Source: an optimization exercise on an open RTL-to-GDS flow (aim: a short achievable clock period and few clock cycles per item). Production flows keep margins and buffers that such runs may drop. Function was checked by simulation only, so behaviour that the tests miss may differ from the original. Power figures rest on the tool's default switching activity, not on a simulated workload.

$ cat flow/run.sh
#!/bin/bash
# synth_recipe.tcl (not shown) runs the flow's synth.tcl, then flattens the netlist and writes it again
# the make line also repeats each setting of config.mk as NAME=value (left out here)
make -C /OpenROAD-flow-scripts/flow DESIGN_CONFIG=/design/flow/config.mk WORK_HOME=/design/flow/orfs CLKGATE_MAP_FILE= SYNTH_SCRIPT=/design/flow/synth_recipe.tcl finish
$ cat flow/config.mk
export PLATFORM = sky130hd
export DESIGN_NAME = cache_ctrl_fsm
export DESIGN_NICKNAME = cache_ctrl_fsm
export VERILOG_FILES = /design/flow/design.v
export SDC_FILE = /design/flow/constraint.sdc
export NUM_CORES = 4
export LEC_CHECK = 0
export CAP_MARGIN = 20
export CORE_MARGIN = 2
export CORE_UTILIZATION = 40
export SLEW_MARGIN = 20
$ cat flow/constraint.sdc
create_clock -name core_clock -period 8.0 [get_ports {clk_i}]
set_input_delay 1.6000 -clock core_clock [delete_from_list [all_inputs] [get_ports {clk_i}]]
set_output_delay 1.6000 -clock core_clock [all_outputs]
set_load 0.01 [all_outputs]
$ cat flow/design.v
module cache_ctrl_fsm #(
  parameter int ADDR_W   = 32,
  parameter int INDEX_W  = 4,
  parameter int OFFSET_W = 4
) (
  input  logic                clk_i,
  input  logic                rst_i,
  input  logic                cpu_req_i,
  input  logic                cpu_we_i,
  input  logic [ADDR_W-1:0]   cpu_addr_i,
  output logic                cpu_ready_o,
  output logic                cpu_hit_o,
  output logic                busy_o,
  input  logic [1:0]          lru_way_i,
  output logic                lru_update_o,
  output logic [INDEX_W-1:0]  lru_set_o,
  output logic [1:0]          lru_access_way_o,
  output logic                mem_req_o,
  output logic                mem_we_o,
  output logic [ADDR_W-1:0]   mem_addr_o,
  input  logic                mem_ack_i,
  output logic                fill_pulse_o,
  output logic [15:0]         hit_count_o,
  output logic [15:0]         miss_count_o
);
  localparam int TAG_W = ADDR_W - INDEX_W - OFFSET_W;
  localparam int SETS  = 1 << INDEX_W;
  localparam int QW    = 3;             
  localparam int QD    = 1 << QW;       
  logic [TAG_W-1:0]   tag_mem_q [SETS][4];
  logic [3:0]         valid_q   [SETS];
  logic [3:0]         dirty_q   [SETS];
  logic [5:0]         lru_q     [SETS];    
  logic               r_valid_q, r_we_q;
  logic [TAG_W-1:0]   r_tag_q;
  logic [INDEX_W-1:0] r_set_q;
  logic               u_valid_q, u_hit_q, u_we_q;
  logic [INDEX_W-1:0] u_set_q;
  logic [1:0]         u_way_q;
  logic [TAG_W-1:0]   u_tag_q;
  logic               cq_hit_q [QD];
  logic [INDEX_W-1:0] cq_set_q [QD];
  logic [1:0]         cq_way_q [QD];
  logic [QW:0]        cq_wr_q, cq_rd_q;
  logic               mq_wb_q   [QD];
  logic [TAG_W-1:0]   mq_vtag_q [QD];
  logic [TAG_W-1:0]   mq_tag_q  [QD];
  logic [INDEX_W-1:0] mq_set_q  [QD];
  logic [QW:0]        mq_wr_q, mq_st_q;
  logic               mem_req_q, mem_we_q;
  logic [ADDR_W-1:0]  mem_addr_q;
  logic [ADDR_W-1:0]  pend_addr_q;
  logic [QW:0]        rd_done_q;
  logic [QW:0]        inflight_q;
  logic               busy_q;
  logic               cpu_ready_q, cpu_hit_q, fill_pulse_q;
  logic [INDEX_W-1:0] out_set_q;
  logic [1:0]         out_way_q;
  logic               unused_s;
  assign unused_s = ^{cpu_addr_i[OFFSET_W-1:0], lru_way_i};
  logic               fwd_s;
  logic [3:0]         fw_s, valid_s, dirty_s, match_s;
  logic [TAG_W-1:0]   tag_s [4];
  logic [5:0]         lru_s;
  logic               hit_s, full_s, vdirty_s, u_tag_eq_s;
  logic [1:0]         hit_way_s, inv_way_s, old_way_s, victim_s, way_s;
  logic [TAG_W-1:0]   vtag_s;
  always_comb begin
    fwd_s      = u_valid_q && (u_set_q == r_set_q);
    u_tag_eq_s = (u_tag_q == r_tag_q);
    for (int w = 0; w < 4; w++) begin
      fw_s[w]    = fwd_s && (u_way_q == 2'(w));
      tag_s[w]   = fw_s[w] ? u_tag_q : tag_mem_q[r_set_q][w];
      valid_s[w] = valid_q[r_set_q][w] | fw_s[w];
      dirty_s[w] = fw_s[w] ? ((u_hit_q & dirty_q[r_set_q][w]) | u_we_q) : dirty_q[r_set_q][w];
      match_s[w] = fw_s[w] ? u_tag_eq_s
                           : (valid_q[r_set_q][w] && (tag_mem_q[r_set_q][w] == r_tag_q));
    end
    lru_s = lru_q[r_set_q];
    if (fwd_s) begin
      case (u_way_q)
        2'd0: begin lru_s[0] = 1'b0; lru_s[1] = 1'b0; lru_s[2] = 1'b0; end
        2'd1: begin lru_s[0] = 1'b1; lru_s[3] = 1'b0; lru_s[4] = 1'b0; end
        2'd2: begin lru_s[1] = 1'b1; lru_s[3] = 1'b1; lru_s[5] = 1'b0; end
        default: begin lru_s[2] = 1'b1; lru_s[4] = 1'b1; lru_s[5] = 1'b1; end
      endcase
    end
    if (lru_s[0] & lru_s[1] & lru_s[2])        old_way_s = 2'd0;
    else if (!lru_s[0] & lru_s[3] & lru_s[4])  old_way_s = 2'd1;
    else if (!lru_s[1] & !lru_s[3] & lru_s[5]) old_way_s = 2'd2;
    else                                       old_way_s = 2'd3;
    hit_s     = |match_s;
    hit_way_s = {match_s[2] | match_s[3], match_s[1] | match_s[3]};
    casez (valid_s)
      4'b???0: inv_way_s = 2'd0;
      4'b??01: inv_way_s = 2'd1;
      4'b?011: inv_way_s = 2'd2;
      default: inv_way_s = 2'd3;
    endcase
    full_s   = &valid_s;
    victim_s = full_s ? old_way_s : inv_way_s;
    vdirty_s = valid_s[victim_s] & dirty_s[victim_s];
    vtag_s   = tag_s[victim_s];
    way_s    = hit_s ? hit_way_s : victim_s;
  end
  logic               cq_head_hit_s, can_complete_s, accept_s, mem_free_s, read_ack_s;
  logic               cand_req_s, cand_we_s, take_s, cur_wb_s;
  logic [ADDR_W-1:0]  cand_addr_s, take_rd_addr_s;
  logic [QW:0]        left_s;
  assign cq_head_hit_s  = cq_hit_q[cq_rd_q[QW-1:0]];
  assign can_complete_s = (cq_wr_q != cq_rd_q) && (cq_head_hit_s || (rd_done_q != '0));
  assign accept_s       = cpu_req_i && !busy_q;
  assign left_s         = inflight_q - {{QW{1'b0}}, can_complete_s};
  assign mem_free_s  = !mem_req_q || mem_ack_i;
  assign read_ack_s  = mem_req_q && !mem_we_q && mem_ack_i;
  assign cur_wb_s    = mem_req_q && mem_we_q;
  always_comb begin
    take_rd_addr_s = {mq_tag_q[mq_st_q[QW-1:0]], mq_set_q[mq_st_q[QW-1:0]], {OFFSET_W{1'b0}}};
    take_s         = 1'b0;
    if (cur_wb_s) begin
      cand_req_s  = 1'b1;
      cand_we_s   = 1'b0;
      cand_addr_s = pend_addr_q;
    end else if (mq_wr_q != mq_st_q) begin
      take_s      = 1'b1;
      cand_req_s  = 1'b1;
      cand_we_s   = mq_wb_q[mq_st_q[QW-1:0]];
      cand_addr_s = cand_we_s ? {mq_vtag_q[mq_st_q[QW-1:0]], mq_set_q[mq_st_q[QW-1:0]], {OFFSET_W{1'b0}}}
                              : take_rd_addr_s;
    end else begin
      cand_req_s  = 1'b0;
      cand_we_s   = 1'b0;
      cand_addr_s = mem_addr_q;
    end
  end
  always_ff @(posedge clk_i) begin
    if (rst_i) begin
      for (int s = 0; s < SETS; s++) valid_q[s] <= 4'd0;
    end else if (u_valid_q) begin
      valid_q[u_set_q][u_way_q] <= 1'b1;
      dirty_q[u_set_q][u_way_q] <= (u_hit_q & dirty_q[u_set_q][u_way_q]) | u_we_q;
      if (!u_hit_q) tag_mem_q[u_set_q][u_way_q] <= u_tag_q;
      case (u_way_q)
        2'd0: begin lru_q[u_set_q][0] <= 1'b0; lru_q[u_set_q][1] <= 1'b0; lru_q[u_set_q][2] <= 1'b0; end
        2'd1: begin lru_q[u_set_q][0] <= 1'b1; lru_q[u_set_q][3] <= 1'b0; lru_q[u_set_q][4] <= 1'b0; end
        2'd2: begin lru_q[u_set_q][1] <= 1'b1; lru_q[u_set_q][3] <= 1'b1; lru_q[u_set_q][5] <= 1'b0; end
        default: begin lru_q[u_set_q][2] <= 1'b1; lru_q[u_set_q][4] <= 1'b1; lru_q[u_set_q][5] <= 1'b1; end
      endcase
    end
  end
  always_ff @(posedge clk_i) begin
    r_we_q  <= cpu_we_i;
    r_tag_q <= cpu_addr_i[ADDR_W-1 -: TAG_W];
    r_set_q <= cpu_addr_i[OFFSET_W +: INDEX_W];
    u_hit_q <= hit_s;
    u_we_q  <= r_we_q;
    u_set_q <= r_set_q;
    u_way_q <= way_s;
    u_tag_q <= r_tag_q;
    if (r_valid_q) begin
      cq_hit_q[cq_wr_q[QW-1:0]]  <= hit_s;
      cq_set_q[cq_wr_q[QW-1:0]]  <= r_set_q;
      cq_way_q[cq_wr_q[QW-1:0]]  <= way_s;
      mq_wb_q[mq_wr_q[QW-1:0]]   <= vdirty_s;
      mq_vtag_q[mq_wr_q[QW-1:0]] <= vtag_s;
      mq_tag_q[mq_wr_q[QW-1:0]]  <= r_tag_q;
      mq_set_q[mq_wr_q[QW-1:0]]  <= r_set_q;
    end
    if (take_s && mem_free_s) pend_addr_q <= take_rd_addr_s;
    out_set_q <= cq_set_q[cq_rd_q[QW-1:0]];
    out_way_q <= cq_way_q[cq_rd_q[QW-1:0]];
    if (mem_free_s) begin
      mem_we_q   <= cand_we_s;
      mem_addr_q <= cand_addr_s;
    end
  end
  always_ff @(posedge clk_i) begin
    if (rst_i) begin
      r_valid_q    <= 1'b0;
      u_valid_q    <= 1'b0;
      cq_wr_q      <= '0;
      cq_rd_q      <= '0;
      mq_wr_q      <= '0;
      mq_st_q      <= '0;
      mem_req_q    <= 1'b0;
      rd_done_q    <= '0;
      inflight_q   <= '0;
      busy_q       <= 1'b0;
      cpu_ready_q  <= 1'b0;
      cpu_hit_q    <= 1'b0;
      fill_pulse_q <= 1'b0;
    end else begin
      r_valid_q <= accept_s;
      u_valid_q <= r_valid_q;
      if (r_valid_q) begin
        cq_wr_q <= cq_wr_q + 1'b1;
        if (!hit_s) mq_wr_q <= mq_wr_q + 1'b1;
      end
      if (mem_free_s) begin
        mem_req_q <= cand_req_s;
        if (take_s) mq_st_q <= mq_st_q + 1'b1;
      end
      rd_done_q <= rd_done_q + {{QW{1'b0}}, read_ack_s}
                             - {{QW{1'b0}}, can_complete_s && !cq_head_hit_s};
      if (can_complete_s) cq_rd_q <= cq_rd_q + 1'b1;
      cpu_ready_q  <= can_complete_s;
      cpu_hit_q    <= can_complete_s && cq_head_hit_s;
      fill_pulse_q <= can_complete_s && !cq_head_hit_s;
      inflight_q   <= left_s + {{QW{1'b0}}, accept_s};
      busy_q       <= accept_s ? (left_s >= (QW+1)'(QD - 1)) : (left_s >= (QW+1)'(QD));
    end
  end
  assign cpu_ready_o      = cpu_ready_q;
  assign cpu_hit_o        = cpu_hit_q;
  assign busy_o           = busy_q;
  assign lru_update_o     = cpu_ready_q;
  assign lru_set_o        = out_set_q;
  assign lru_access_way_o = out_way_q;
  assign mem_req_o        = mem_req_q;
  assign mem_we_o         = mem_we_q;
  assign mem_addr_o       = mem_addr_q;
  assign fill_pulse_o     = fill_pulse_q;
  logic [15:0] hit_cnt_q, miss_cnt_q;
  always_ff @(posedge clk_i) begin
    if (rst_i) begin
      hit_cnt_q  <= 16'd0;
      miss_cnt_q <= 16'd0;
    end else if (cpu_ready_q) begin
      if (cpu_hit_q) begin
        if (hit_cnt_q != 16'hFFFF) hit_cnt_q <= hit_cnt_q + 16'd1;
      end else begin
        if (miss_cnt_q != 16'hFFFF) miss_cnt_q <= miss_cnt_q + 16'd1;
      end
    end
  end
  assign hit_count_o  = hit_cnt_q;
  assign miss_count_o = miss_cnt_q;
endmodule
==> results.yml, run 1 <==
clocking:
  hold_buffers: 0
  clk_pin_slew_ns: 0.06
  cts-buffers-inserted: 238
  clk_path_buf_depth: 3
  cts_tree: "yes"
  cts_setup_buffers: 0
  root_buffer: "clkbuf_16"
  insertion_delay_ns: 0.91
  cts_resized: 0
  cts.sinks: 2433
  htreeDepth: 4
layout:
  syn_to_final_growth_pct: 13.70
  instances_no_fill: 9140
  fin_nets: 5670
  drive_above_1_share: 0.2303
  design_area_um2: 112700
timing:
  setup_tns_ns: 0
  drv_slew: 0
  fin_crit_ns: 5.890
  relSlewSlack: 0.2046
  final-setup-viol-count: 0
  fin_crit_sh: 0.7362
  holdWs_ns: 0.5139
  worstMarginPinSlew_ns: 1.181
  grt_setup_unrepaired: "no"
  hold_viol_final: 0
  fmax_ghz: 0.1698
  clock_skew_ns: 0.08496
floorplan:
  fp.coreArea_um2: 246200
  rows: 182
  io_pins: 116
  fp.dieH_um: 501.7
  initial_utilization: 0.4025
  chipWidth_um: 501.7
  die_area_um2: 251700
synthesis:
  yosys.area.top_type_share: 0.6961
  synthDistinctLibCells: 89
  synth_most_common_cell: "edfxtp_1"
  syn_area_um2: 99090
  ys_seq_area_frac: 0.7236
  synthTopCellsByArea: "edfxtp_1 (70%), mux4_2 (12%), mux2i_1 (3.0%)"
  yosys.area.top_type: "edfxtp_1"
  synth-seq-cells: 2433
  syn_inst: 5412
  ys.flop_type: "edfxtp_1"
  synth_edf_count: 2297
  yosysWarningCount: 2
  ys_top_cells_by_count: "edfxtp_1 (2297), mux4_2 (510), nor2_1 (461)"
  async_flop_share: 0
  synth.avg_cell_area_um2: 18.31
placement:
  io_buffers: 105
  dp_hpwl_mm: 158.3
  placed_area_um2: 104700
  dp.cells: 8677
  place_congestion: 0.9815
drt:
  viasPerCell: 5.762
  wl_mm: 271.3
  wire_per_inst_um: 29.68
  first_pass_iters: 6
  ant_nets: 0
  drtIter0Drc: 6636
  vias: 52660
  remaining_drc_errors: 0
power_and_ir_drop:
  switchingPower_mw: 6.937
  p_leak_nw: 35.89
  swShare: 0.2405
  p_int_mw: 21.91
  power_density_nw_per_um2: 256.1
  comb_power_share: 0.106
  peakVddDrop_mv: 0.2028
  power_frac_clock: 0.386
  sequentialPowerShare: 0.508
  p_total_mw: 28.85
global_route:
  grt_overflow: 0
  grt_pass1_vias: 51900
  grt_pass1_wl_mm: 384.6
  grt_max_degree: 94
  antenna_found_initial: 10
  track_usage: 0.2138
outcome:
  status: "complete, no violations"
worst_setup_path:
  crit_type: "reg2reg"
  critPathMaxFanout: 37
  end_kind: "flip-flop"
  worstPathRequired_ns: 8.55
  cp.arrival_ns: 6.44
  cp-start-kind: "flip-flop"
min_path:
  hp-class: "reg2reg"
job:
  cap_violations: 0
==> cell type report <==
cell class | instances | area, um^2
fillers | 20710 | 133500
flip-flops and latches | 2433 | 71760
multi-input cells | 2592 | 25760
clock buffers | 302 | 6379
well taps | 3312 | 4144
repair buffers | 306 | 2990
clock inverters | 154 | 1476
inverters | 39 | 155.1
diodes | 2 | 5.005
==> layer usage <==
layer / part of all wire / global-route usage
met5: 0 / 0
met4: 0.045 / 0.08591
met3: 0.085 / 0.04370
met2: 0.47 / 0.3354
met1: 0.40 / 0.2926
==> final timing paths <==
| check | from | endpoint | slack (ns) | depth (start not counted) |
|---|---|---|---|---|
| max | r_set_q[0] | mq_vtag_q[5][20] | 2.11 | 9 |
| min | hit_cnt_q[1] | hit_cnt_q[1] | 0.51 | 2 |
| max reg2reg | r_set_q[0] | mq_vtag_q[5][20] | 2.11 | 9 |
| min reg2reg | hit_cnt_q[1] | hit_cnt_q[1] | 0.51 | 2 |
==> metrics by stage <==
| step | setup WS (ns) | utilization |
|---|---|---|
| floorplan | 2.940 | - |
| global placement | 2.443 | 0.4240 |
| finish | 2.110 | 0.4577 |
| CTS | 2.354 | 0.4572 |
| detailed placement | 2.350 | 0.4252 |
| global route | 2.073 | 0.4577 |
==> logic make-up (layout without fill, tap and decap cells) <==
| family | Yosys count | after routing | synth area share |
|---|---|---|---|
| mux | 877 | 877 | 0.1570 |
| fa+ha+maj | 21 | 21 | 0.002727 |
| buf+inv | 390 | 801 | 0.02154 |
| simple gates | 1005 | 1005 | 0.04571 |
| flops | 2433 | 2433 | 0.7236 |
| compound gates | 494 | 494 | 0.03255 |
| other cells | 1 | 6 | 0.00003784 |
| xor+xnor | 191 | 191 | 0.01688 |
==> sequential cells by signal, indices dropped and copies added (netlist names), 24 cells and up, named ones only <==
signal / count
cq_set_q: 32
dirty_q: 64
lru_q: 96
mem_addr_q: 28
mq_set_q: 32
mq_tag_q: 192
mq_vtag_q: 192
pend_addr_q: 28
r_tag_q: 24
tag_mem_q: 1536
u_tag_q: 24
valid_q: 64
==> worst max-delay path, cell delays in order, from the launching register on <==
cell and delay (ns):
dfxtp_4 0.87, buf_12 0.35, mux4_2 0.56, mux2i_1 0.66, a21oi_1 0.27, o21ai_0 0.49, o21ai_0 0.23, nand2_1 0.72
o221ai_1 0.66, o22a_1 0.62
==> power by group through the flow <==
stage | Combinational [mW] | Clock (mW) | Sequential (mW)
after floorplan | 1.88 | 0 | 14.9
after global placement | 3.01 | 0 | 14.9
after detailed placement | 3.07 | 0 | 14.9
final | 3.07 | 11.1 | 14.6
after CTS | 3.08 | 11.3 | 14.7
after global routing | 3.27 | 11.8 | 14.7
==> cell usage in the layout, fill, tap and decap left out, drive strengths merged, types with 88 or more instances in the layout <==
cell type | synthesis | routed
mux2i | 302 | 302
dfxtp | 136 | 136
edfxtp | 2297 | 2297
buf | 200 | 202
nand2 | 240 | 240
a21oi | 164 | 164
xnor2 | 103 | 103
xor2 | 88 | 88
mux4 | 528 | 528
nor2 | 463 | 463
clkinv | 1 | 114
clkbuf | 151 | 302
clkdlybuf4s50 | 0 | 104
Testbench counts, summed over its fixed seeds: cycles 96,160, accesses 48,000.
==> run 2: changes to the inputs <==
--- a/flow/design.v
+++ b/flow/design.v
@@ -27,3 +27,3 @@
   localparam int SETS  = 1 << INDEX_W;
-  localparam int QW    = 3;             
+  localparam int QW    = 4;             
   localparam int QD    = 1 << QW;       
@@ -36,2 +36,10 @@
   logic [INDEX_W-1:0] r_set_q;
+  logic [SETS-1:0]    r_soh_q;            
+  logic               b_valid_q, b_we_q;
+  logic [TAG_W-1:0]   b_tag_q;
+  logic [INDEX_W-1:0] b_set_q;
+  logic [3:0]         b_match_q, b_vld_q, b_dty_q;
+  logic [5:0]         b_lru_q;
+  logic [TAG_W-1:0]   b_tags_q [4];
+  logic               b_seq_q, b_teq_q;   
   logic               u_valid_q, u_hit_q, u_we_q;
@@ -60,7 +68,48 @@
   assign unused_s = ^{cpu_addr_i[OFFSET_W-1:0], lru_way_i};
-  logic               fwd_s;
-  logic [3:0]         fw_s, valid_s, dirty_s, match_s;
+  logic [3:0]         am_s, rv_s, rd_s;
+  logic [TAG_W-1:0]   rt_s [4];
+  logic [5:0]         rl_s;
+  logic               fa_s;
+  logic [3:0]         faw_s;
+  logic [3:0]         a_match_s, a_vld_s, a_dty_s;
+  logic [TAG_W-1:0]   a_tags_s [4];
+  logic [5:0]         a_lru_s;
+  always_comb begin
+    for (int w = 0; w < 4; w++) begin
+      am_s[w] = 1'b0;
+      rv_s[w] = 1'b0;
+      rd_s[w] = 1'b0;
+      rt_s[w] = '0;
+      for (int s = 0; s < SETS; s++) begin
+        am_s[w] = am_s[w] | (r_soh_q[s] & valid_q[s][w] & (tag_mem_q[s][w] == r_tag_q));
+        rv_s[w] = rv_s[w] | (r_soh_q[s] & valid_q[s][w]);
+        rd_s[w] = rd_s[w] | (r_soh_q[s] & dirty_q[s][w]);
+        rt_s[w] = rt_s[w] | ({TAG_W{r_soh_q[s]}} & tag_mem_q[s][w]);
+      end
+    end
+    rl_s = '0;
+    for (int s = 0; s < SETS; s++) rl_s = rl_s | ({6{r_soh_q[s]}} & lru_q[s]);
+    fa_s = u_valid_q && (u_set_q == r_set_q);
+    for (int w = 0; w < 4; w++) begin
+      faw_s[w]     = fa_s && (u_way_q == 2'(w));
+      a_match_s[w] = faw_s[w] ? (u_tag_q == r_tag_q) : am_s[w];
+      a_vld_s[w]   = rv_s[w] | faw_s[w];
+      a_dty_s[w]   = faw_s[w] ? ((u_hit_q & rd_s[w]) | u_we_q) : rd_s[w];
+      a_tags_s[w]  = faw_s[w] ? u_tag_q : rt_s[w];
+    end
+    a_lru_s = rl_s;
+    if (fa_s) begin
+      case (u_way_q)
+        2'd0: begin a_lru_s[0] = 1'b0; a_lru_s[1] = 1'b0; a_lru_s[2] = 1'b0; end
+        2'd1: begin a_lru_s[0] = 1'b1; a_lru_s[3] = 1'b0; a_lru_s[4] = 1'b0; end
+        2'd2: begin a_lru_s[1] = 1'b1; a_lru_s[3] = 1'b1; a_lru_s[5] = 1'b0; end
+        default: begin a_lru_s[2] = 1'b1; a_lru_s[4] = 1'b1; a_lru_s[5] = 1'b1; end
+      endcase
+    end
+  end
+  logic               fb_s;
+  logic [3:0]         fbw_s, valid_s, dirty_s, match_s;
   logic [TAG_W-1:0]   tag_s [4];
   logic [5:0]         lru_s;
-  logic               hit_s, full_s, vdirty_s, u_tag_eq_s;
+  logic               hit_s, full_s, vdirty_s;
   logic [1:0]         hit_way_s, inv_way_s, old_way_s, victim_s, way_s;
@@ -68,14 +117,12 @@
   always_comb begin
-    fwd_s      = u_valid_q && (u_set_q == r_set_q);
-    u_tag_eq_s = (u_tag_q == r_tag_q);
+    fb_s = u_valid_q && b_seq_q;
     for (int w = 0; w < 4; w++) begin
-      fw_s[w]    = fwd_s && (u_way_q == 2'(w));
-      tag_s[w]   = fw_s[w] ? u_tag_q : tag_mem_q[r_set_q][w];
-      valid_s[w] = valid_q[r_set_q][w] | fw_s[w];
-      dirty_s[w] = fw_s[w] ? ((u_hit_q & dirty_q[r_set_q][w]) | u_we_q) : dirty_q[r_set_q][w];
-      match_s[w] = fw_s[w] ? u_tag_eq_s
-                           : (valid_q[r_set_q][w] && (tag_mem_q[r_set_q][w] == r_tag_q));
-    end
-    lru_s = lru_q[r_set_q];
-    if (fwd_s) begin
+      fbw_s[w]   = fb_s && (u_way_q == 2'(w));
+      tag_s[w]   = fbw_s[w] ? u_tag_q : b_tags_q[w];
+      valid_s[w] = b_vld_q[w] | fbw_s[w];
+      dirty_s[w] = fbw_s[w] ? ((u_hit_q & b_dty_q[w]) | u_we_q) : b_dty_q[w];
+      match_s[w] = fbw_s[w] ? b_teq_q : b_match_q[w];
+    end
+    lru_s = b_lru_q;
+    if (fb_s) begin
       case (u_way_q)
@@ -154,10 +201,21 @@
     r_set_q <= cpu_addr_i[OFFSET_W +: INDEX_W];
+    for (int s = 0; s < SETS; s++) r_soh_q[s] <= (cpu_addr_i[OFFSET_W +: INDEX_W] == INDEX_W'(s));
+    b_we_q    <= r_we_q;
+    b_tag_q   <= r_tag_q;
+    b_set_q   <= r_set_q;
+    b_match_q <= a_match_s;
+    b_vld_q   <= a_vld_s;
+    b_dty_q   <= a_dty_s;
+    b_lru_q   <= a_lru_s;
+    for (int w = 0; w < 4; w++) b_tags_q[w] <= a_tags_s[w];
+    b_seq_q   <= (b_set_q == r_set_q);
+    b_teq_q   <= (b_tag_q == r_tag_q);
     u_hit_q <= hit_s;
-    u_we_q  <= r_we_q;
-    u_set_q <= r_set_q;
+    u_we_q  <= b_we_q;
+    u_set_q <= b_set_q;
     u_way_q <= way_s;
-    u_tag_q <= r_tag_q;
-    if (r_valid_q) begin
+    u_tag_q <= b_tag_q;
+    if (b_valid_q) begin
       cq_hit_q[cq_wr_q[QW-1:0]]  <= hit_s;
-      cq_set_q[cq_wr_q[QW-1:0]]  <= r_set_q;
+      cq_set_q[cq_wr_q[QW-1:0]]  <= b_set_q;
       cq_way_q[cq_wr_q[QW-1:0]]  <= way_s;
@@ -165,4 +223,4 @@
       mq_vtag_q[mq_wr_q[QW-1:0]] <= vtag_s;
-      mq_tag_q[mq_wr_q[QW-1:0]]  <= r_tag_q;
-      mq_set_q[mq_wr_q[QW-1:0]]  <= r_set_q;
+      mq_tag_q[mq_wr_q[QW-1:0]]  <= b_tag_q;
+      mq_set_q[mq_wr_q[QW-1:0]]  <= b_set_q;
     end
@@ -179,2 +237,3 @@
       r_valid_q    <= 1'b0;
+      b_valid_q    <= 1'b0;
       u_valid_q    <= 1'b0;
@@ -193,4 +252,5 @@
       r_valid_q <= accept_s;
-      u_valid_q <= r_valid_q;
-      if (r_valid_q) begin
+      b_valid_q <= r_valid_q;
+      u_valid_q <= b_valid_q;
+      if (b_valid_q) begin
         cq_wr_q <= cq_wr_q + 1'b1;
--- a/flow/config.mk
+++ b/flow/config.mk
@@ -7,2 +7,3 @@
 export LEC_CHECK = 0
+export ABC_CLOCK_PERIOD_IN_PS = 2500
 export CAP_MARGIN = 20
@@ -10,2 +11,3 @@
 export CORE_UTILIZATION = 40
+export SETUP_SLACK_MARGIN = 5
 export SLEW_MARGIN = 20
==> run 2 against run 1 <==
Net effect:
- still clean
- combinational power rose by 54%
- cell area rose by 40%
- die area rose by 34%
- via count rose by 77%
- worst hold slack got worse by 0.18 ns
- maximum frequency rose by 72%
- non-clock buffer count rose by 400
- register-to-register slack improved by 2.5 ns
- clock skew fell by 0.020 ns
- setup slack improved by 2.5 ns
- core utilization rose by 2.0 points
- critical path type unchanged
==> results.yml, run 2 <==
synthesis:
  ys_top_cells_by_count: "edfxtp_1 (2777), xor2_1 (1023), xnor2_1 (629)"
  ys.flop_type: "edfxtp_1"
  async_flop_share: 0
  yosys.area.top_type_share: 0.6255
  synth_most_common_cell: "edfxtp_1"
  synth_edf_count: 2777
  synth.avg_cell_area_um2: 15.14
  synthDistinctLibCells: 68
  yosys.area.top_type: "edfxtp_1"
  synth-seq-cells: 3083
  syn_area_um2: 133300
  syn_inst: 8809
  yosysWarningCount: 5
  ys_seq_area_frac: 0.6714
  synthTopCellsByArea: "edfxtp_1 (63%), xor2_1 (6.7%), mux4_2 (5.4%)"
power_and_ir_drop:
  comb_power_share: 0.123
  p_leak_nw: 50.23
  peakVddDrop_mv: 0.1867
  p_int_mw: 28.49
  power_frac_clock: 0.392
  power_density_nw_per_um2: 242.3
  switchingPower_mw: 9.832
  swShare: 0.2566
  sequentialPowerShare: 0.485
worst_setup_path:
  reg2reg_slack_ns: 4.57
  cp-endpoint: "b_match_q[3]"
  end_kind: "flip-flop"
  r2r-start: "r_tag_q[4]"
  cp_top_family: "simple AND/OR/NAND/NOR gates"
  crit_start: "r_tag_q[4]"
  critPathSlowestCell: "nand4_1"
  cp-start-kind: "flip-flop"
  cp.arrival_ns: 4.23
  crit_buf_inv: 1
  path_cells: "buf_16 > xor2_1 > nor4_1 > nand4_1 > nor4_2 > nor4_1 > and4_1 > mux2i_1"
  crit_type: "reg2reg"
  path_common_cell: "nor4_1"
  worstRegToRegCells: 8
  critPathMaxFanout: 25
  cp.depth: 8
  r2r-end: "b_match_q[3]"
  worstPathRequired_ns: 8.80
  slowest_delay_ns: 0.66
timing:
  fin_crit_sh: 0.4283
  clock_skew_ns: 0.06507
  relSlewSlack: 0.1322
  fmax_ghz: 0.2919
  setup_tns_ns: 0
  hold_viol_final: 0
  final-setup-viol-count: 0
  drv_slew: 0
  worstMarginPinSlew_ns: 1.302
  fin_crit_ns: 3.426
  grt_setup_unrepaired: "yes"
  holdWs_ns: 0.3338
layout:
  largest_reg_flops: 1536
  design_area_um2: 158200
  fin_util: 0.4778
  syn_to_final_growth_pct: 18.64
  final_cell_mix: "edfxtp_1 (2777), xor2_1 (1019), xnor2_1 (628)"
  fin_nets: 9341
  num-fill-cells: 28230
  drive_above_1_share: 0.2067
  layout.cells.most_common: "edfxtp_1"
  top_register: "tag_mem_q"
floorplan:
  fp.dieH_um: 581.3
  rows: 211
  initial_utilization: 0.4027
  chipWidth_um: 581.3
  fp.coreArea_um2: 331100
  die_area_um2: 338000
  io_pins: 116
clocking:
  hold_buffers: 0
  cts.sinks: 3083
  clk_path_buf_depth: 4
  root_buffer: "clkbuf_16"
  cts-buffers-inserted: 325
  htreeDepth: 5
  insertion_delay_ns: 0.90
  clk_pin_slew_ns: 0.06
  cts_tree: "yes"
global_route:
  grt_pass1_wl_mm: 749.6
  grt_pass1_vias: 86620
  grt_overflow: 0
  grt_max_degree: 103
  antenna_found_initial: 40
  track_usage: 0.3229
placement:
  io_buffers: 105
  placed_area_um2: 140000
  dp_hpwl_mm: 326.4
  place_congestion: 0.9810
min_path:
  hp-class: "reg2reg"
  min_from: "r_we_q"
  holdPathStages: 0
drt:
  viasPerCell: 6.680
  wl_mm: 569.7
  vias: 92960
  ant_nets: 0
  remaining_drc_errors: 0
  drtIter0Drc: 17590
  wire_per_inst_um: 40.93
  first_pass_iters: 6
job:
  cap_violations: 0
outcome:
  status: "complete, no violations"
==> run 2: worst min-delay path by stage <==
stage	endpoint	slack, ns
after floorplan	b_we_q	0.31
after global placement	b_we_q	0.32
after detailed placement	b_we_q	0.33
after CTS	b_we_q	0.34
after global routing	b_we_q	0.36
final	b_we_q	0.33
==> run 2: cells by family after synthesis <==
group / after synthesis / share of synthesized area
and+or+nand+nor: 1800 / 0.06801
AOI/OAI and AO/OA: 1166 / 0.06714
other: 1 / 0.00002813
adders and majority gates: 28 / 0.002684
buffers and inverters: 675 / 0.02174
DFF: 3083 / 0.6714
xor gates and xnor gates: 1652 / 0.1085
muxes: 404 / 0.06048
==> run 2: what timing repair did <==
action	4_1_cts	5_1_grt
endpoints found under the hold margin	0	0
pin swaps	142	60
resized for setup	673	109
cloned	80	11
endpoints found under the setup margin	2640	1308
setup buffers	286	112
==> run 2: cell type report <==
| class | count | area [um^2] | area share |
|---|---|---|---|
| Clock buffer | 424 | 8845 | 0.05592 |
| Sequential cell | 3083 | 89880 | 0.5682 |
| Multi-Input combinational cell | 5125 | 44080 | 0.2787 |
| Antenna cell | 25 | 62.56 | 0.0003955 |
| Tap cell | 4366 | 5463 | 0.03454 |
| Clock inverter | 155 | 1410 | 0.008915 |
| Timing Repair Buffer | 706 | 8285 | 0.05238 |
| Inverter | 33 | 146.4 | 0.0009255 |
==> run 2: power groups by stage <==
stage / clock, mW / sequential [mW] / combinational [mW]
after floorplan: 0 / 18.7 / 2.39
after global placement: 0 / 19.0 / 3.78
after detailed placement: 0 / 19.0 / 3.82
after CTS: 15.1 / 18.6 / 4.41
after global routing: 15.7 / 18.6 / 4.85
final: 15.0 / 18.6 / 4.72
==> run 2: metal layers <==
metal | track usage | part of all wire | routed length [um] | vias up
li1 | - | - | - | 35080
met1 | 0.4116 | 0.35 | 197700 | 47090
met2 | 0.4688 | 0.42 | 238100 | 8527
met3 | 0.1113 | 0.15 | 85920 | 2239
met4 | 0.2055 | 0.084 | 47680 | 30
met5 | 0.001843 | 0.00033 | 190 | -
==> run 2: per-stage QoR <==
stage,setup WS (ns),cells,total power [mW]
6_report,4.574,13920,38.32
5_1_grt,4.704,13890,39.09
4_1_cts,4.718,13770,38.04
3_5_place_dp,2.877,12820,22.83
3_3_place_gp,3.062,12820,22.77
2_1_floorplan,4.455,8812,21.06
Testbench counts of run 2, summed over its fixed seeds: cycles 93,308, accesses 48,000.
==> run 3: changes to the inputs <==
--- a/flow/design.v
+++ b/flow/design.v
@@ -40,3 +40,7 @@
   logic [INDEX_W-1:0] b_set_q;
-  logic [3:0]         b_match_q, b_vld_q, b_dty_q;
+  logic [3:0]         b_vld_q, b_dty_q;
+  logic [3:0]         b_m_q [SETS];       
+  logic [SETS-1:0]    b_soh_q;
+  logic               b_fa_q, b_fa_teq_q;  
+  logic [1:0]         b_fa_way_q;
   logic [5:0]         b_lru_q;
@@ -68,3 +72,3 @@
   assign unused_s = ^{cpu_addr_i[OFFSET_W-1:0], lru_way_i};
-  logic [3:0]         am_s, rv_s, rd_s;
+  logic [3:0]         rv_s, rd_s;
   logic [TAG_W-1:0]   rt_s [4];
@@ -73,3 +77,3 @@
   logic [3:0]         faw_s;
-  logic [3:0]         a_match_s, a_vld_s, a_dty_s;
+  logic [3:0]         a_vld_s, a_dty_s;
   logic [TAG_W-1:0]   a_tags_s [4];
@@ -78,3 +82,2 @@
     for (int w = 0; w < 4; w++) begin
-      am_s[w] = 1'b0;
       rv_s[w] = 1'b0;
@@ -83,3 +86,2 @@
       for (int s = 0; s < SETS; s++) begin
-        am_s[w] = am_s[w] | (r_soh_q[s] & valid_q[s][w] & (tag_mem_q[s][w] == r_tag_q));
         rv_s[w] = rv_s[w] | (r_soh_q[s] & valid_q[s][w]);
@@ -94,3 +96,2 @@
       faw_s[w]     = fa_s && (u_way_q == 2'(w));
-      a_match_s[w] = faw_s[w] ? (u_tag_q == r_tag_q) : am_s[w];
       a_vld_s[w]   = rv_s[w] | faw_s[w];
@@ -110,2 +111,3 @@
   logic               fb_s;
+  logic [3:0]         am_s, a_match_s;
   logic [3:0]         fbw_s, valid_s, dirty_s, match_s;
@@ -117,2 +119,7 @@
   always_comb begin
+    for (int w = 0; w < 4; w++) begin
+      am_s[w] = 1'b0;
+      for (int s = 0; s < SETS; s++) am_s[w] = am_s[w] | (b_soh_q[s] & b_m_q[s][w]);
+      a_match_s[w] = (b_fa_q && (b_fa_way_q == 2'(w))) ? b_fa_teq_q : am_s[w];
+    end
     fb_s = u_valid_q && b_seq_q;
@@ -123,3 +130,3 @@
       dirty_s[w] = fbw_s[w] ? ((u_hit_q & b_dty_q[w]) | u_we_q) : b_dty_q[w];
-      match_s[w] = fbw_s[w] ? b_teq_q : b_match_q[w];
+      match_s[w] = fbw_s[w] ? b_teq_q : a_match_s[w];
     end
@@ -205,3 +212,9 @@
     b_set_q   <= r_set_q;
-    b_match_q <= a_match_s;
+    for (int s = 0; s < SETS; s++)
+      for (int w = 0; w < 4; w++)
+        b_m_q[s][w] <= valid_q[s][w] & (tag_mem_q[s][w] == r_tag_q);
+    b_soh_q    <= r_soh_q;
+    b_fa_q     <= fa_s;
+    b_fa_way_q <= u_way_q;
+    b_fa_teq_q <= (u_tag_q == r_tag_q);
     b_vld_q   <= a_vld_s;
==> run 3 against run 2 <==
Net effect:
- still clean
- highest routed layer unchanged
- critical endpoint is now b_tags_q[1][23]
- count of clock-buffer cells in the layout is 46 higher
- largest cell class unchanged
- critical path type unchanged
- first-iteration DRC count is 3.2% lower
- core utilization is 0.79 points lower
- critical path depth is 3 lower
- clock power is 4% higher
- non-clock buffer count is 171 lower
==> results.yml, run 3 <==
outcome:
  status: "complete, no violations"
synthesis:
  async_flop_share: 0
  synth_edf_count: 2777
  yosys.area.top_type_share: 0.6219
  syn_inst: 8779
  ys_top_cells_by_count: "edfxtp_1 (2777), xor2_1 (1025), xnor2_1 (618)"
  synth-seq-cells: 3163
  syn_area_um2: 134100
  synthDistinctLibCells: 70
  ys.flop_type: "edfxtp_1"
  synthTopCellsByArea: "edfxtp_1 (62%), xor2_1 (6.7%), dfxtp_1 (5.8%)"
  yosys.area.top_type: "edfxtp_1"
  synth.avg_cell_area_um2: 15.27
  yosysWarningCount: 6
  synth_most_common_cell: "edfxtp_1"
  ys_seq_area_frac: 0.6795
clocking:
  htreeDepth: 5
  root_buffer: "clkbuf_16"
  cts-buffers-inserted: 336
  insertion_delay_ns: 0.95
  clk_path_buf_depth: 4
  cts.sinks: 3163
  cts_tree: "yes"
  clk_pin_slew_ns: 0.06
  hold_buffers: 0
drt:
  viasPerCell: 6.563
  first_pass_iters: 6
  drtIter0Drc: 17030
  remaining_drc_errors: 0
  wire_per_inst_um: 39.46
  wl_mm: 544.1
  vias: 90490
  ant_nets: 0
layout:
  top_register: "tag_mem_q"
  drive_above_1_share: 0.1917
  design_area_um2: 156800
  syn_to_final_growth_pct: 16.93
  instances_no_fill: 13790
  fin_nets: 9170
  regArea_um2: 91480
  final_cell_mix: "edfxtp_1 (2777), xor2_1 (1024), xnor2_1 (617)"
  fin_util: 0.4699
  multi_input_area_um2: 42880
  largest_reg_flops: 1536
  num-fill-cells: 28660
  layout.cells.most_common: "edfxtp_1"
global_route:
  grt_max_degree: 126
  grt_pass1_wl_mm: 723.0
  grt_pass1_vias: 85230
  antenna_found_initial: 46
  track_usage: 0.3086
  grt_overflow: 0
floorplan:
  fp.dieH_um: 583
  fp.coreArea_um2: 333700
  chipWidth_um: 583
  io_pins: 116
  initial_utilization: 0.4019
  die_area_um2: 339900
  rows: 212
timing:
  setup_tns_ns: 0
  grt_setup_unrepaired: "yes"
  clock_skew_ns: 0.03957
  drv_slew: 0
  worstMarginPinSlew_ns: 1.287
  fin_crit_sh: 0.3974
  final-setup-viol-count: 0
  fin_crit_ns: 3.179
  fmax_ghz: 0.3145
  relSlewSlack: 0.1418
  hold_viol_final: 0
worst_setup_path:
  cp-start-kind: "flip-flop"
  slowest_delay_ns: 0.86
  crit_type: "reg2reg"
  cp.arrival_ns: 3.97
  end_kind: "flip-flop"
  worstPathRequired_ns: 8.79
  crit_buf_inv: 1
  critPathMaxFanout: 70
  cp_top_family: "compound AO/OA/AOI/OAI gates"
  path_cells: "buf_12 > a22oi_1 > nand3_1 > nor2_1 > a21oi_1"
  critPathSlowestCell: "a22oi_1"
min_path:
  hp-class: "reg2reg"
placement:
  dp_hpwl_mm: 331.2
  placed_area_um2: 141100
  dp.cells: 12890
  place_congestion: 1.014
  io_buffers: 105
power_and_ir_drop:
  p_leak_nw: 50.69
  power_density_nw_per_um2: 247.5
  peakVddDrop_mv: 0.1515
job:
  cap_violations: 0
run 3: cell count changes in the layout (fill, tap and decap cells not counted), sizes merged, moves of 24 or more:
cell	change
nand4	-54
clkbuf	+43
a22oi	+70
inv	+64
mux2i	-51
dfxtp	+80
o22ai	+29
nand2	-49
nor2	-139
buf	-158
or2	-33
nand3	+93
o221ai	+47
a32oi	-24
run 3: final cells by class:
type | count | share of cell area
Sequential cell | 3163 | 0.5834
Timing Repair Buffer | 535 | 0.03662
Inverter | 101 | 0.002561
Clock buffer | 470 | 0.05962
Tap cell | 4387 | 0.03501
Timing Repair inverter | 1 | 0.00003192
Clock inverter | 145 | 0.008945
Antenna cell | 20 | 0.0003192
Multi-Input combinational cell | 4966 | 0.2735
run 3: power by group:
part / switching [mW] / internal [mW] / total [mW] / leakage [nW]
sequential: 0.546 / 18.5 / 19.0 / 28.5
combinational: 2.50 / 1.67 / 4.17 / 16.9
clock: 6.69 / 8.94 / 15.6 / 5.25
total: 9.74 / 29.1 / 38.8 / 50.7
run 3: metrics by stage:
| stage | hold WS (ns) | power (mW) | worst slack, ns |
|---|---|---|---|
| finish | 0.3287 | 38.80 | 4.821 |
| global route | 0.3452 | 39.63 | 4.754 |
| CTS | 0.3331 | 38.64 | 4.775 |
| detailed placement | 0.3121 | 22.94 | 3.060 |
| global placement | 0.3252 | 22.89 | 3.175 |
| floorplan | 0.3096 | 21.27 | 4.669 |
run 3: cell families (layout without fill, tap and decap cells):
family | Yosys count | count (layout) | share of synthesized area
AO/OA/AOI/OAI | 1246 | 1248 | 0.07044
XOR/XNOR | 1643 | 1643 | 0.1073
adder cells (fa/ha/maj) | 27 | 27 | 0.002575
buffers and inverters | 695 | 1252 | 0.02073
flip-flops | 3163 | 3163 | 0.6795
multiplexers | 355 | 355 | 0.05646
other | 1 | 24 | 0.00002797
AND/OR/NAND/NOR | 1649 | 1689 | 0.06296
run 3: path summary, 6_finish.rpt:
kind / start / end / slack, ns / cells after the start
min reg2reg: r_we_q / b_we_q / 0.33 / 0
max reg2reg: r_soh_q[1] / b_tags_q[1][23] / 4.82 / 5
min: r_we_q / b_we_q / 0.33 / 0
max: r_soh_q[1] / b_tags_q[1][23] / 4.82 / 5
run 3: worst reg2reg max path, cell delays in order (launching register included):
cell and delay, ns:
dfxtp_4 0.60, buf_12 0.36, a22oi_1 1.04, nand3_1 0.52
nor2_1 0.38, a21oi_1 0.13
run 3: repair_timing:
| action | CTS | global route |
|---|---|---|
| hold endpoints to repair | 0 | 0 |
| setup endpoints to repair | 2007 | 1032 |
| cloned | 38 | 9 |
| pin swaps | 109 | 25 |
| buffers inserted | 197 | 23 |
| resized for setup | 655 | 94 |
run 3: layer usage:
layer | track usage | wire length, um | vias up
met4 | 0.1716 | 39450 | 27
met2 | 0.4492 | 229800 | 7903
met3 | 0.09766 | 79390 | 1760
li1 | - | - | 34700
met1 | 0.4085 | 195200 | 46100
met5 | 0 | 261 | -
Testbench counts of run 3, summed over its fixed seeds: cycles 93,308, accesses 48,000.
==> run 4: changes to the inputs <==
--- a/flow/design.v
+++ b/flow/design.v
@@ -162,3 +162,2 @@
   logic [ADDR_W-1:0]  cand_addr_s, take_rd_addr_s;
-  logic [QW:0]        left_s;
   assign cq_head_hit_s  = cq_hit_q[cq_rd_q[QW-1:0]];
@@ -166,3 +165,2 @@
   assign accept_s       = cpu_req_i && !busy_q;
-  assign left_s         = inflight_q - {{QW{1'b0}}, can_complete_s};
   assign mem_free_s  = !mem_req_q || mem_ack_i;
@@ -242,6 +240,2 @@
     out_way_q <= cq_way_q[cq_rd_q[QW-1:0]];
-    if (mem_free_s) begin
-      mem_we_q   <= cand_we_s;
-      mem_addr_q <= cand_addr_s;
-    end
   end
@@ -257,2 +251,4 @@
       mem_req_q    <= 1'b0;
+      mem_we_q     <= 1'b0;
+      mem_addr_q   <= '0;
       rd_done_q    <= '0;
@@ -272,7 +268,12 @@
       if (mem_free_s) begin
-        mem_req_q <= cand_req_s;
+        mem_req_q  <= cand_req_s;
+        mem_we_q   <= cand_we_s;
+        mem_addr_q <= cand_addr_s;
         if (take_s) mq_st_q <= mq_st_q + 1'b1;
       end
-      rd_done_q <= rd_done_q + {{QW{1'b0}}, read_ack_s}
-                             - {{QW{1'b0}}, can_complete_s && !cq_head_hit_s};
+      case ({read_ack_s, can_complete_s && !cq_head_hit_s})
+        2'b10:   rd_done_q <= rd_done_q + 1'b1;
+        2'b01:   rd_done_q <= rd_done_q - 1'b1;
+        default: rd_done_q <= rd_done_q;
+      endcase
       if (can_complete_s) cq_rd_q <= cq_rd_q + 1'b1;
@@ -281,4 +282,10 @@
       fill_pulse_q <= can_complete_s && !cq_head_hit_s;
-      inflight_q   <= left_s + {{QW{1'b0}}, accept_s};
-      busy_q       <= accept_s ? (left_s >= (QW+1)'(QD - 1)) : (left_s >= (QW+1)'(QD));
+      case ({accept_s, can_complete_s})
+        2'b10:   inflight_q <= inflight_q + 1'b1;
+        2'b01:   inflight_q <= inflight_q - 1'b1;
+        default: inflight_q <= inflight_q;
+      endcase
+      busy_q <= (accept_s && !can_complete_s) ? (inflight_q >= (QW+1)'(QD - 1))
+              : (accept_s || !can_complete_s) ? (inflight_q >= (QW+1)'(QD))
+              : 1'b0;
     end
==> run 4 against run 3 <==
Net effect:
- die area grew 0.52%
- setup slack got worse by 0.072 ns
- total power up 1.4%
- sequential share of layout area is 1.5 points lower
- sequential power about the same
- worst hold slack better by 0.00089 ns
- highest routed layer unchanged
==> results.yml, run 4 <==
drt:
  remaining_drc_errors: 0
  vias: 92760
  viasPerCell: 6.520
  wire_per_inst_um: 39.02
  ant_nets: 0
  drtIter0Drc: 16730
  wl_mm: 555.2
  first_pass_iters: 6
synthesis:
  synthDistinctLibCells: 74
  yosysWarningCount: 6
  synth_most_common_cell: "edfxtp_1"
  async_flop_share: 0
  syn_inst: 8989
  yosys.area.top_type_share: 0.6122
  syn_area_um2: 134800
  synthTopCellsByArea: "edfxtp_1 (61%), xor2_1 (6.7%), dfxtp_1 (6.2%)"
  ys_seq_area_frac: 0.6738
  ys_top_cells_by_count: "edfxtp_1 (2748), xor2_1 (1038), xnor2_1 (610)"
  ys.flop_type: "edfxtp_1"
  yosys.area.top_type: "edfxtp_1"
  synth.avg_cell_area_um2: 15.00
  synth-seq-cells: 3163
  synth_edf_count: 2748
clocking:
  cts.sinks: 3163
  cts-buffers-inserted: 344
  cts_tree: "yes"
  clk_pin_slew_ns: 0.06
  htreeDepth: 5
  clk_path_buf_depth: 4
  insertion_delay_ns: 0.96
  root_buffer: "clkbuf_16"
  hold_buffers: 0
layout:
  syn_to_final_growth_pct: 19.06
  layout.cells.most_common: "edfxtp_1"
  top_register: "tag_mem_q"
  largest_reg_flops: 1536
  fin_nets: 9475
  drive_above_1_share: 0.2070
  num-fill-cells: 28610
  fin_util: 0.4776
  final_cell_mix: "edfxtp_1 (2748), xor2_1 (1038), xnor2_1 (609)"
  regArea_um2: 91240
  multi_input_area_um2: 44310
min_path:
  hp-class: "reg2reg"
global_route:
  track_usage: 0.3123
  grt_max_degree: 88
  grt_pass1_wl_mm: 737.0
  grt_pass1_vias: 87070
  antenna_found_initial: 43
  grt_overflow: 0
worst_setup_path:
  slowest_delay_ns: 0.40
  cp_top_family: "buffers and inverters"
  cp.arrival_ns: 3.94
  critPathMaxFanout: 16
  path_common_cell: "buf_12"
  cp-start-kind: "flip-flop"
  crit_type: "reg2reg"
  critPathSlowestCell: "or3_4"
  worstPathRequired_ns: 8.69
  end_kind: "flip-flop"
  path_cells: "clkinvlp_4 > buf_6 > ha_4 > and3_4 > o22ai_4 > a211oi_2 > or3_4 > buf_12 > mux2i_4 > buf_12 > buf_12 > buf_4 > buf_4 > nor2_4 > o31ai_4 > buf_12"
  crit_buf_inv: 8
timing:
  final-setup-viol-count: 0
  grt_setup_unrepaired: "yes"
  clock_skew_ns: 0.05059
  fmax_ghz: 0.3076
  setup_tns_ns: 0
  relSlewSlack: 0.1972
  worstMarginPinSlew_ns: 1.204
  fin_crit_ns: 3.251
  fin_crit_sh: 0.4064
  drv_slew: 0
  hold_viol_final: 0
floorplan:
  die_area_um2: 341600
  fp.dieH_um: 584.5
  fp.coreArea_um2: 336100
  rows: 213
  initial_utilization: 0.4011
  chipWidth_um: 584.5
  io_pins: 116
power_and_ir_drop:
  peakVddDrop_mv: 0.1805
  p_leak_nw: 52.12
  power_density_nw_per_um2: 245.0
placement:
  dp_hpwl_mm: 332.9
  place_congestion: 1.004
  io_buffers: 105
job:
  cap_violations: 0
outcome:
  status: "complete, no violations"
run 4: cell types whose count changed in the layout (fill, tap and decap cells not counted), sizes merged, moves of 18 or more:
cell    previous run  this run
edfxtp          2777      2748
dfxtp            386       415
o221ai            48         1
a22oi            536       494
o21ai             45        70
nand2            181       337
a32oi              0        18
a21oi            150       174
a22o             189       210
o31ai              0        21
a221oi           189       211
o22ai             33         8
buf              500       580
run 4: power breakdown:
group	internal [mW]	total [mW]	switching [mW]	leakage, nW
Clock	9.45	16.3	6.89	5.62
Combinational	1.67	4.14	2.47	18.0
Sequential	18.3	18.8	0.508	28.5
run 4: per-layer routing:
metal	up-vias	track usage	share of wire	wire, um
li1	35610	-	-	-
met5	-	0.003362	0.00031	171
met3	1925	0.09955	0.14	78810
met1	46970	0.4038	0.36	197400
met2	8230	0.4544	0.42	234800
met4	26	0.1954	0.079	44020
run 4: area by class of cell:
| cell class | count | share of cell area |
|---|---|---|
| timing repair inverter | 3 | 0.0001091 |
| timing repair buffer | 618 | 0.04598 |
| clock inverter | 160 | 0.01040 |
| antenna | 21 | 0.0003274 |
| tap | 4515 | 0.03520 |
| inverter | 99 | 0.002549 |
| clock buffer | 468 | 0.06083 |
| multi-input combinational | 5179 | 0.2761 |
| sequential | 3163 | 0.5685 |
run 4: per-stage QoR:
stage | worst slack, ns | cell area [um^2] | total power [mW] | instances | hold slack [ns]
6_report | 4.749 | 160500 | 39.33 | 14230 | 0.3296
5_1_grt | 4.691 | 160500 | 40.14 | 14210 | 0.3431
4_1_cts | 4.714 | 157800 | 39.10 | 14070 | 0.3369
3_5_place_dp | 2.921 | 141900 | 22.64 | 13190 | 0.3187
3_3_place_gp | 2.983 | 141900 | 22.60 | 13190 | 0.3214
2_1_floorplan | 4.555 | 135800 | 21.07 | 8992 | 0.3096
run 4: worst register-to-register path: stages (launching register included):
cell	delay, ns
dfxtp_4	0.39
clkinvlp_4	0.14
buf_6	0.15
ha_4	0.16
and3_4	0.16
o22ai_4	0.24
a211oi_2	0.07
or3_4	0.40
buf_12	0.15
mux2i_4	0.19
buf_12	0.14
buf_12	0.13
buf_4	0.13
buf_4	0.16
nor2_4	0.12
o31ai_4	0.10
buf_12	0.16
run 4: cell families (layout without fill, tap and decap cells):
family	after synthesis	after routing	share of synthesized area
fa+ha+maj	28	28	0.002710
flops	3163	3163	0.6738
mux	353	353	0.05592
compound gates	1310	1314	0.07365
buf+inv	720	1348	0.02110
simple gates	1766	1832	0.06571
other cells	1	25	0.00002782
xor+xnor	1648	1648	0.1071
run 4: final timing paths:
check | end | cells after the start | start | slack (ns)
worst max-delay path | mq_vtag_q[0][3] | 16 | u_way_q[0] | 4.75
worst min-delay path | u_we_q | 0 | b_we_q | 0.33
worst max register to register | mq_vtag_q[0][3] | 16 | u_way_q[0] | 4.75
worst min register to register | u_we_q | 0 | b_we_q | 0.33
run 4: what timing repair did:
item / CTS / global route
cloned: 68 / 20
gates resized for setup: 707 / 143
endpoints found under the setup margin: 2211 / 1869
buffers inserted: 190 / 112
pin swaps: 119 / 91
Testbench counts of run 4, summed over its fixed seeds: cycles 93,308, accesses 48,000.
==> run 5: changes to the inputs <==
--- a/flow/design.v
+++ b/flow/design.v
@@ -41,3 +41,4 @@
   logic [3:0]         b_vld_q, b_dty_q;
-  logic [3:0]         b_m_q [SETS];       
+  logic [3:0]         b_ml_q [SETS];      
+  logic [3:0]         b_mh_q [SETS];      
   logic [SETS-1:0]    b_soh_q;
@@ -46,5 +47,4 @@
   logic [5:0]         b_lru_q;
-  logic [TAG_W-1:0]   b_tags_q [4];
   logic               b_seq_q, b_teq_q;   
-  logic               u_valid_q, u_hit_q, u_we_q;
+  logic               u_valid_q, u_hit_q, u_we_q, u_vdirty_q;
   logic [INDEX_W-1:0] u_set_q;
@@ -73,3 +73,2 @@
   logic [3:0]         rv_s, rd_s;
-  logic [TAG_W-1:0]   rt_s [4];
   logic [5:0]         rl_s;
@@ -78,3 +77,2 @@
   logic [3:0]         a_vld_s, a_dty_s;
-  logic [TAG_W-1:0]   a_tags_s [4];
   logic [5:0]         a_lru_s;
@@ -84,3 +82,2 @@
       rd_s[w] = 1'b0;
-      rt_s[w] = '0;
       for (int s = 0; s < SETS; s++) begin
@@ -88,3 +85,2 @@
         rd_s[w] = rd_s[w] | (r_soh_q[s] & dirty_q[s][w]);
-        rt_s[w] = rt_s[w] | ({TAG_W{r_soh_q[s]}} & tag_mem_q[s][w]);
       end
@@ -98,3 +94,2 @@
       a_dty_s[w]   = faw_s[w] ? ((u_hit_q & rd_s[w]) | u_we_q) : rd_s[w];
-      a_tags_s[w]  = faw_s[w] ? u_tag_q : rt_s[w];
     end
@@ -113,3 +108,2 @@
   logic [3:0]         fbw_s, valid_s, dirty_s, match_s;
-  logic [TAG_W-1:0]   tag_s [4];
   logic [5:0]         lru_s;
@@ -117,3 +111,2 @@
   logic [1:0]         hit_way_s, inv_way_s, old_way_s, victim_s, way_s;
-  logic [TAG_W-1:0]   vtag_s;
   always_comb begin
@@ -121,3 +114,3 @@
       am_s[w] = 1'b0;
-      for (int s = 0; s < SETS; s++) am_s[w] = am_s[w] | (b_soh_q[s] & b_m_q[s][w]);
+      for (int s = 0; s < SETS; s++) am_s[w] = am_s[w] | (b_soh_q[s] & b_ml_q[s][w] & b_mh_q[s][w]);
       a_match_s[w] = (b_fa_q && (b_fa_way_q == 2'(w))) ? b_fa_teq_q : am_s[w];
@@ -127,3 +120,2 @@
       fbw_s[w]   = fb_s && (u_way_q == 2'(w));
-      tag_s[w]   = fbw_s[w] ? u_tag_q : b_tags_q[w];
       valid_s[w] = b_vld_q[w] | fbw_s[w];
@@ -156,3 +148,2 @@
     vdirty_s = valid_s[victim_s] & dirty_s[victim_s];
-    vtag_s   = tag_s[victim_s];
     way_s    = hit_s ? hit_way_s : victim_s;
@@ -192,2 +183,6 @@
       valid_q[u_set_q][u_way_q] <= 1'b1;
+    end
+  end
+  always_ff @(posedge clk_i) begin
+    if (u_valid_q) begin
       dirty_q[u_set_q][u_way_q] <= (u_hit_q & dirty_q[u_set_q][u_way_q]) | u_we_q;
@@ -212,3 +207,6 @@
       for (int w = 0; w < 4; w++)
-        b_m_q[s][w] <= valid_q[s][w] & (tag_mem_q[s][w] == r_tag_q);
+      begin
+        b_ml_q[s][w] <= valid_q[s][w] & (tag_mem_q[s][w][TAG_W/2-1:0] == r_tag_q[TAG_W/2-1:0]);
+        b_mh_q[s][w] <= (tag_mem_q[s][w][TAG_W-1:TAG_W/2] == r_tag_q[TAG_W-1:TAG_W/2]);
+      end
     b_soh_q    <= r_soh_q;
@@ -220,3 +218,2 @@
     b_lru_q   <= a_lru_s;
-    for (int w = 0; w < 4; w++) b_tags_q[w] <= a_tags_s[w];
     b_seq_q   <= (b_set_q == r_set_q);
@@ -224,2 +221,3 @@
     u_hit_q <= hit_s;
+    u_vdirty_q <= vdirty_s;
     u_we_q  <= b_we_q;
@@ -232,6 +230,8 @@
       cq_way_q[cq_wr_q[QW-1:0]]  <= way_s;
-      mq_wb_q[mq_wr_q[QW-1:0]]   <= vdirty_s;
-      mq_vtag_q[mq_wr_q[QW-1:0]] <= vtag_s;
-      mq_tag_q[mq_wr_q[QW-1:0]]  <= b_tag_q;
-      mq_set_q[mq_wr_q[QW-1:0]]  <= b_set_q;
+    end
+    if (u_valid_q) begin
+      mq_wb_q[mq_wr_q[QW-1:0]]   <= u_vdirty_q;
+      mq_vtag_q[mq_wr_q[QW-1:0]] <= tag_mem_q[u_set_q][u_way_q];
+      mq_tag_q[mq_wr_q[QW-1:0]]  <= u_tag_q;
+      mq_set_q[mq_wr_q[QW-1:0]]  <= u_set_q;
     end
@@ -263,5 +263,5 @@
       u_valid_q <= b_valid_q;
+      if (u_valid_q && !u_hit_q) mq_wr_q <= mq_wr_q + 1'b1;
       if (b_valid_q) begin
         cq_wr_q <= cq_wr_q + 1'b1;
-        if (!hit_s) mq_wr_q <= mq_wr_q + 1'b1;
       end
==> run 5 against run 4 <==
Net effect:
- total power shrank 0.53%
- clock skew grew 0.0081 ns
- setup slack lost 0.013 ns
- maximum frequency shrank 0.41%
- sequential share of layout area shrank 0.39 points
- first-iteration DRC count shrank 32%
- largest cell class unchanged
==> results.yml, run 5 <==
outcome:
  status: "complete, no violations"
synthesis:
  async_flop_share: 0
  yosys.area_share.simple: 0.05301
  synth_compound_area_frac: 0.03643
  yosys.area.top_type_share: 0.6077
  synth_xor_area_frac: 0.1060
  ys.flop_type: "edfxtp_1"
  ys_top_cells_by_count: "edfxtp_1 (2748), xnor2_1 (1322), mux4_2 (635)"
  yosys.area.top_type: "edfxtp_1"
  syn_area_um2: 135800
  synth-seq-cells: 3132
  syn_inst: 8371
  synthAdderAreaFrac: 0.002783
  synth_top_family_by_area: "multiplexers"
  synthTopCellsByArea: "edfxtp_1 (61%), mux4_2 (11%), xnor2_1 (8.5%)"
  synth.area.mux_share: 0.1182
  synthDistinctLibCells: 72
  ys_seq_area_frac: 0.6643
  synth_most_common_cell: "edfxtp_1"
  yosysWarningCount: 3
  synth_edf_count: 2748
  synth.avg_cell_area_um2: 16.22
worst_setup_path:
  cp-endpoint: "mq_vtag_q[11][21]"
  cp-start-kind: "flip-flop"
  worstPathRequired_ns: 8.66
  r2r-end: "mq_vtag_q[11][21]"
  critPathMaxFanout: 8
  worstRegToRegCells: 12
  reg2reg_slack_ns: 4.74
  crit_type: "reg2reg"
  r2r-start: "u_way_q[0]"
  cp.arrival_ns: 3.92
  crit_start: "u_way_q[0]"
  end_kind: "flip-flop"
drt:
  remaining_drc_errors: 0
  drtIter0Drc: 11440
  vias: 82870
  wl_mm: 464.7
  ant_nets: 0
  viasPerCell: 6.053
  wire_per_inst_um: 33.94
  first_pass_iters: 6
timing:
  final-setup-viol-count: 0
  relSlewSlack: 0.1724
  grt_setup_unrepaired: "yes"
  fin_crit_sh: 0.4081
  clock_skew_ns: 0.05872
  hold_viol_final: 0
  fmax_ghz: 0.3063
  drv_slew: 0
  worstMarginPinSlew_ns: 1.241
  setup_tns_ns: 0
  fin_crit_ns: 3.265
placement:
  io_buffers: 105
  dp_hpwl_mm: 276.2
  placed_area_um2: 142700
  place_congestion: 0.9555
floorplan:
  fp.coreArea_um2: 337100
  io_pins: 116
  rows: 213
  chipWidth_um: 586.6
  initial_utilization: 0.4028
  die_area_um2: 344100
  fp.dieH_um: 586.6
min_path:
  holdPathStages: 0
  hp-class: "reg2reg"
power_and_ir_drop:
  power_density_nw_per_um2: 243.9
  p_leak_nw: 49.11
  power_frac_clock: 0.408
  switchingPower_mw: 9.749
  p_int_mw: 29.37
  sequentialPowerShare: 0.472
  swShare: 0.2492
  peakVddDrop_mv: 0.1596
  comb_power_share: 0.120
global_route:
  grt_overflow: 0
  grt_pass1_wl_mm: 634.1
  grt_max_degree: 82
  antenna_found_initial: 25
  track_usage: 0.2585
  grt_pass1_vias: 81510
layout:
  largest_reg_flops: 1536
  syn_to_final_growth_pct: 18.13
  fin_nets: 8942
  final_cell_mix: "edfxtp_1 (2748), xnor2_1 (1322), mux4_2 (635)"
  drive_above_1_share: 0.2448
  design_area_um2: 160400
  layout.cells.most_common: "edfxtp_1"
  top_register: "tag_mem_q"
clocking:
  cts.sinks: 3132
  cts_tree: "yes"
  insertion_delay_ns: 0.95
  htreeDepth: 5
  root_buffer: "clkbuf_16"
  cts-buffers-inserted: 336
  clk_path_buf_depth: 4
  clk_pin_slew_ns: 0.06
  hold_buffers: 0
job:
  cap_violations: 0
## run 5: cell types whose count changed after synthesis, sizes merged, moves of 92 or more
cell	previous run	this run
xor2	1038	322
xnor2	610	1322
a22oi	494	86
mux4	319	635
nor4	270	82
nand2	337	157
a22o	210	51
mux2i	34	170
clkbuf	448	323
a221oi	211	103
nor3	84	176
## run 5: what timing repair did
action,4_1_cts,5_1_grt
setup endpoints to repair,2441,1166
cloned,37,17
gates resized for setup,727,233
buffers inserted,182,113
pin swaps,45,59
## run 5: area by class of cell
| type | instances | area, um^2 |
|---|---|---|
| fill | 28370 | 176700 |
| sequential | 3132 | 90570 |
| multi-input combinational | 4676 | 44980 |
| clock buffer | 441 | 9319 |
| timing repair buffer | 690 | 7760 |
| tap | 4515 | 5649 |
| clock inverter | 180 | 1921 |
| inverter | 37 | 156.4 |
| antenna | 18 | 45.04 |
| timing repair inverter | 1 | 7.507 |
## run 5: power by group through the flow
stage	Combinational [mW]	Sequential (mW)	Clock [mW]
3_3_place_gp	3.51	18.9	0
6_report	4.69	18.5	15.9
5_1_grt	4.88	18.5	16.7
3_5_place_dp	3.53	18.9	0
2_1_floorplan	2.46	18.6	0
4_1_cts	4.21	18.5	16.1
## run 5: logic make-up after synthesis
kind of cell    after synthesis
mux                         809
compound gates              727
flops                      3132
buf+inv                     583
xor+xnor                   1644
fa+ha+maj                    29
simple gates               1446
other cells                   1
## run 5: metal layers
layer | GRT usage | wire length, um | up-vias
li1 | - | - | 33570
met3 | 0.05681 | 51290 | 913
met1 | 0.3445 | 177700 | 43490
met5 | 0 | 124 | -
met2 | 0.4079 | 215000 | 4878
met4 | 0.1115 | 20610 | 18
## run 5: critical path, cell delays in order, from the launching register on
cell and delay, ns:
dfxtp_4 0.36, buf_8 0.14, buf_6 0.10, buf_8 0.12, buf_16 0.15, buf_16 0.16
buf_12 0.13, mux4_2 0.55, a22oi_2 0.30, nand2_2 0.18, a2111oi_4 0.36, o21ai_4 0.20
buf_12 0.21
## run 5: through the flow
stage | hold slack (ns) | power (mW) | setup slack [ns] | cells | util
finish | 0.3294 | 39.12 | 4.735 | 13690 | 0.4758
global route | 0.3503 | 40.10 | 4.670 | 13680 | 0.4757
detailed placement | 0.3226 | 22.41 | 3.092 | 12690 | 0.4234
floorplan | 0.3096 | 21.04 | 4.511 | 8374 | -
global placement | 0.3212 | 22.37 | 3.060 | 12690 | 0.4233
CTS | 0.3492 | 38.82 | 4.755 | 13530 | 0.4680
## run 5: worst min path at each step
stage,from,to,slack [ns]
6_report,r_we_q,b_we_q,0.33
3_3_place_gp,r_we_q,b_we_q,0.32
4_1_cts,b_tag_q[18],u_tag_q[18],0.35
2_1_floorplan,r_we_q,b_we_q,0.31
3_5_place_dp,r_we_q,b_we_q,0.32
5_1_grt,b_tag_q[18],u_tag_q[18],0.35
Testbench counts of run 5, summed over its fixed seeds: cycles 93,446, accesses 48,000.

[port drivers added, routing unchanged]
In the flow no input, the clock included, has a driving cell. The finished layouts below were timed again as built, in two steps. Step 1 (the two cells are an assumption about what drives the block):
set clk [get_ports {clk_i}]
set_driving_cell -lib_cell sky130_fd_sc_hd__clkbuf_16 $clk
set_driving_cell -lib_cell sky130_fd_sc_hd__buf_2 [delete_from_list [all_inputs] $clk]
Step 2 also shifts input and output timing later by t, the mid clock arrival at the registers, as if the neighbouring blocks saw the same clock. Three values: ideal, step 1, step 2; two values: the first two.
run | t, ns | setup slack, ns | worst hold slack (ns)
run 1 | 0.961 | 2.110 / 2.110 / 2.110 | 0.514 / 0.514 / 0.514
run 2 | 0.984 | 4.574 / 4.574 / 3.994 | 0.334 / 0.334 / 0.334
run 3 | 1.028 | 4.821 / 4.752 / 3.901 | 0.329 / 0.329 / 0.329
run 4 | 1.039 | 4.749 / 4.749 / 3.993 | 0.330 / 0.330 / 0.330
run 5 | 1.017 | 4.735 / 4.735 / 3.866 | 0.329 / 0.329 / 0.329
After both steps every run listed still meets setup and hold. The setup slack of run 3, which loses most, moves by -0.069 ns with the drivers and by -0.920 ns with both steps.
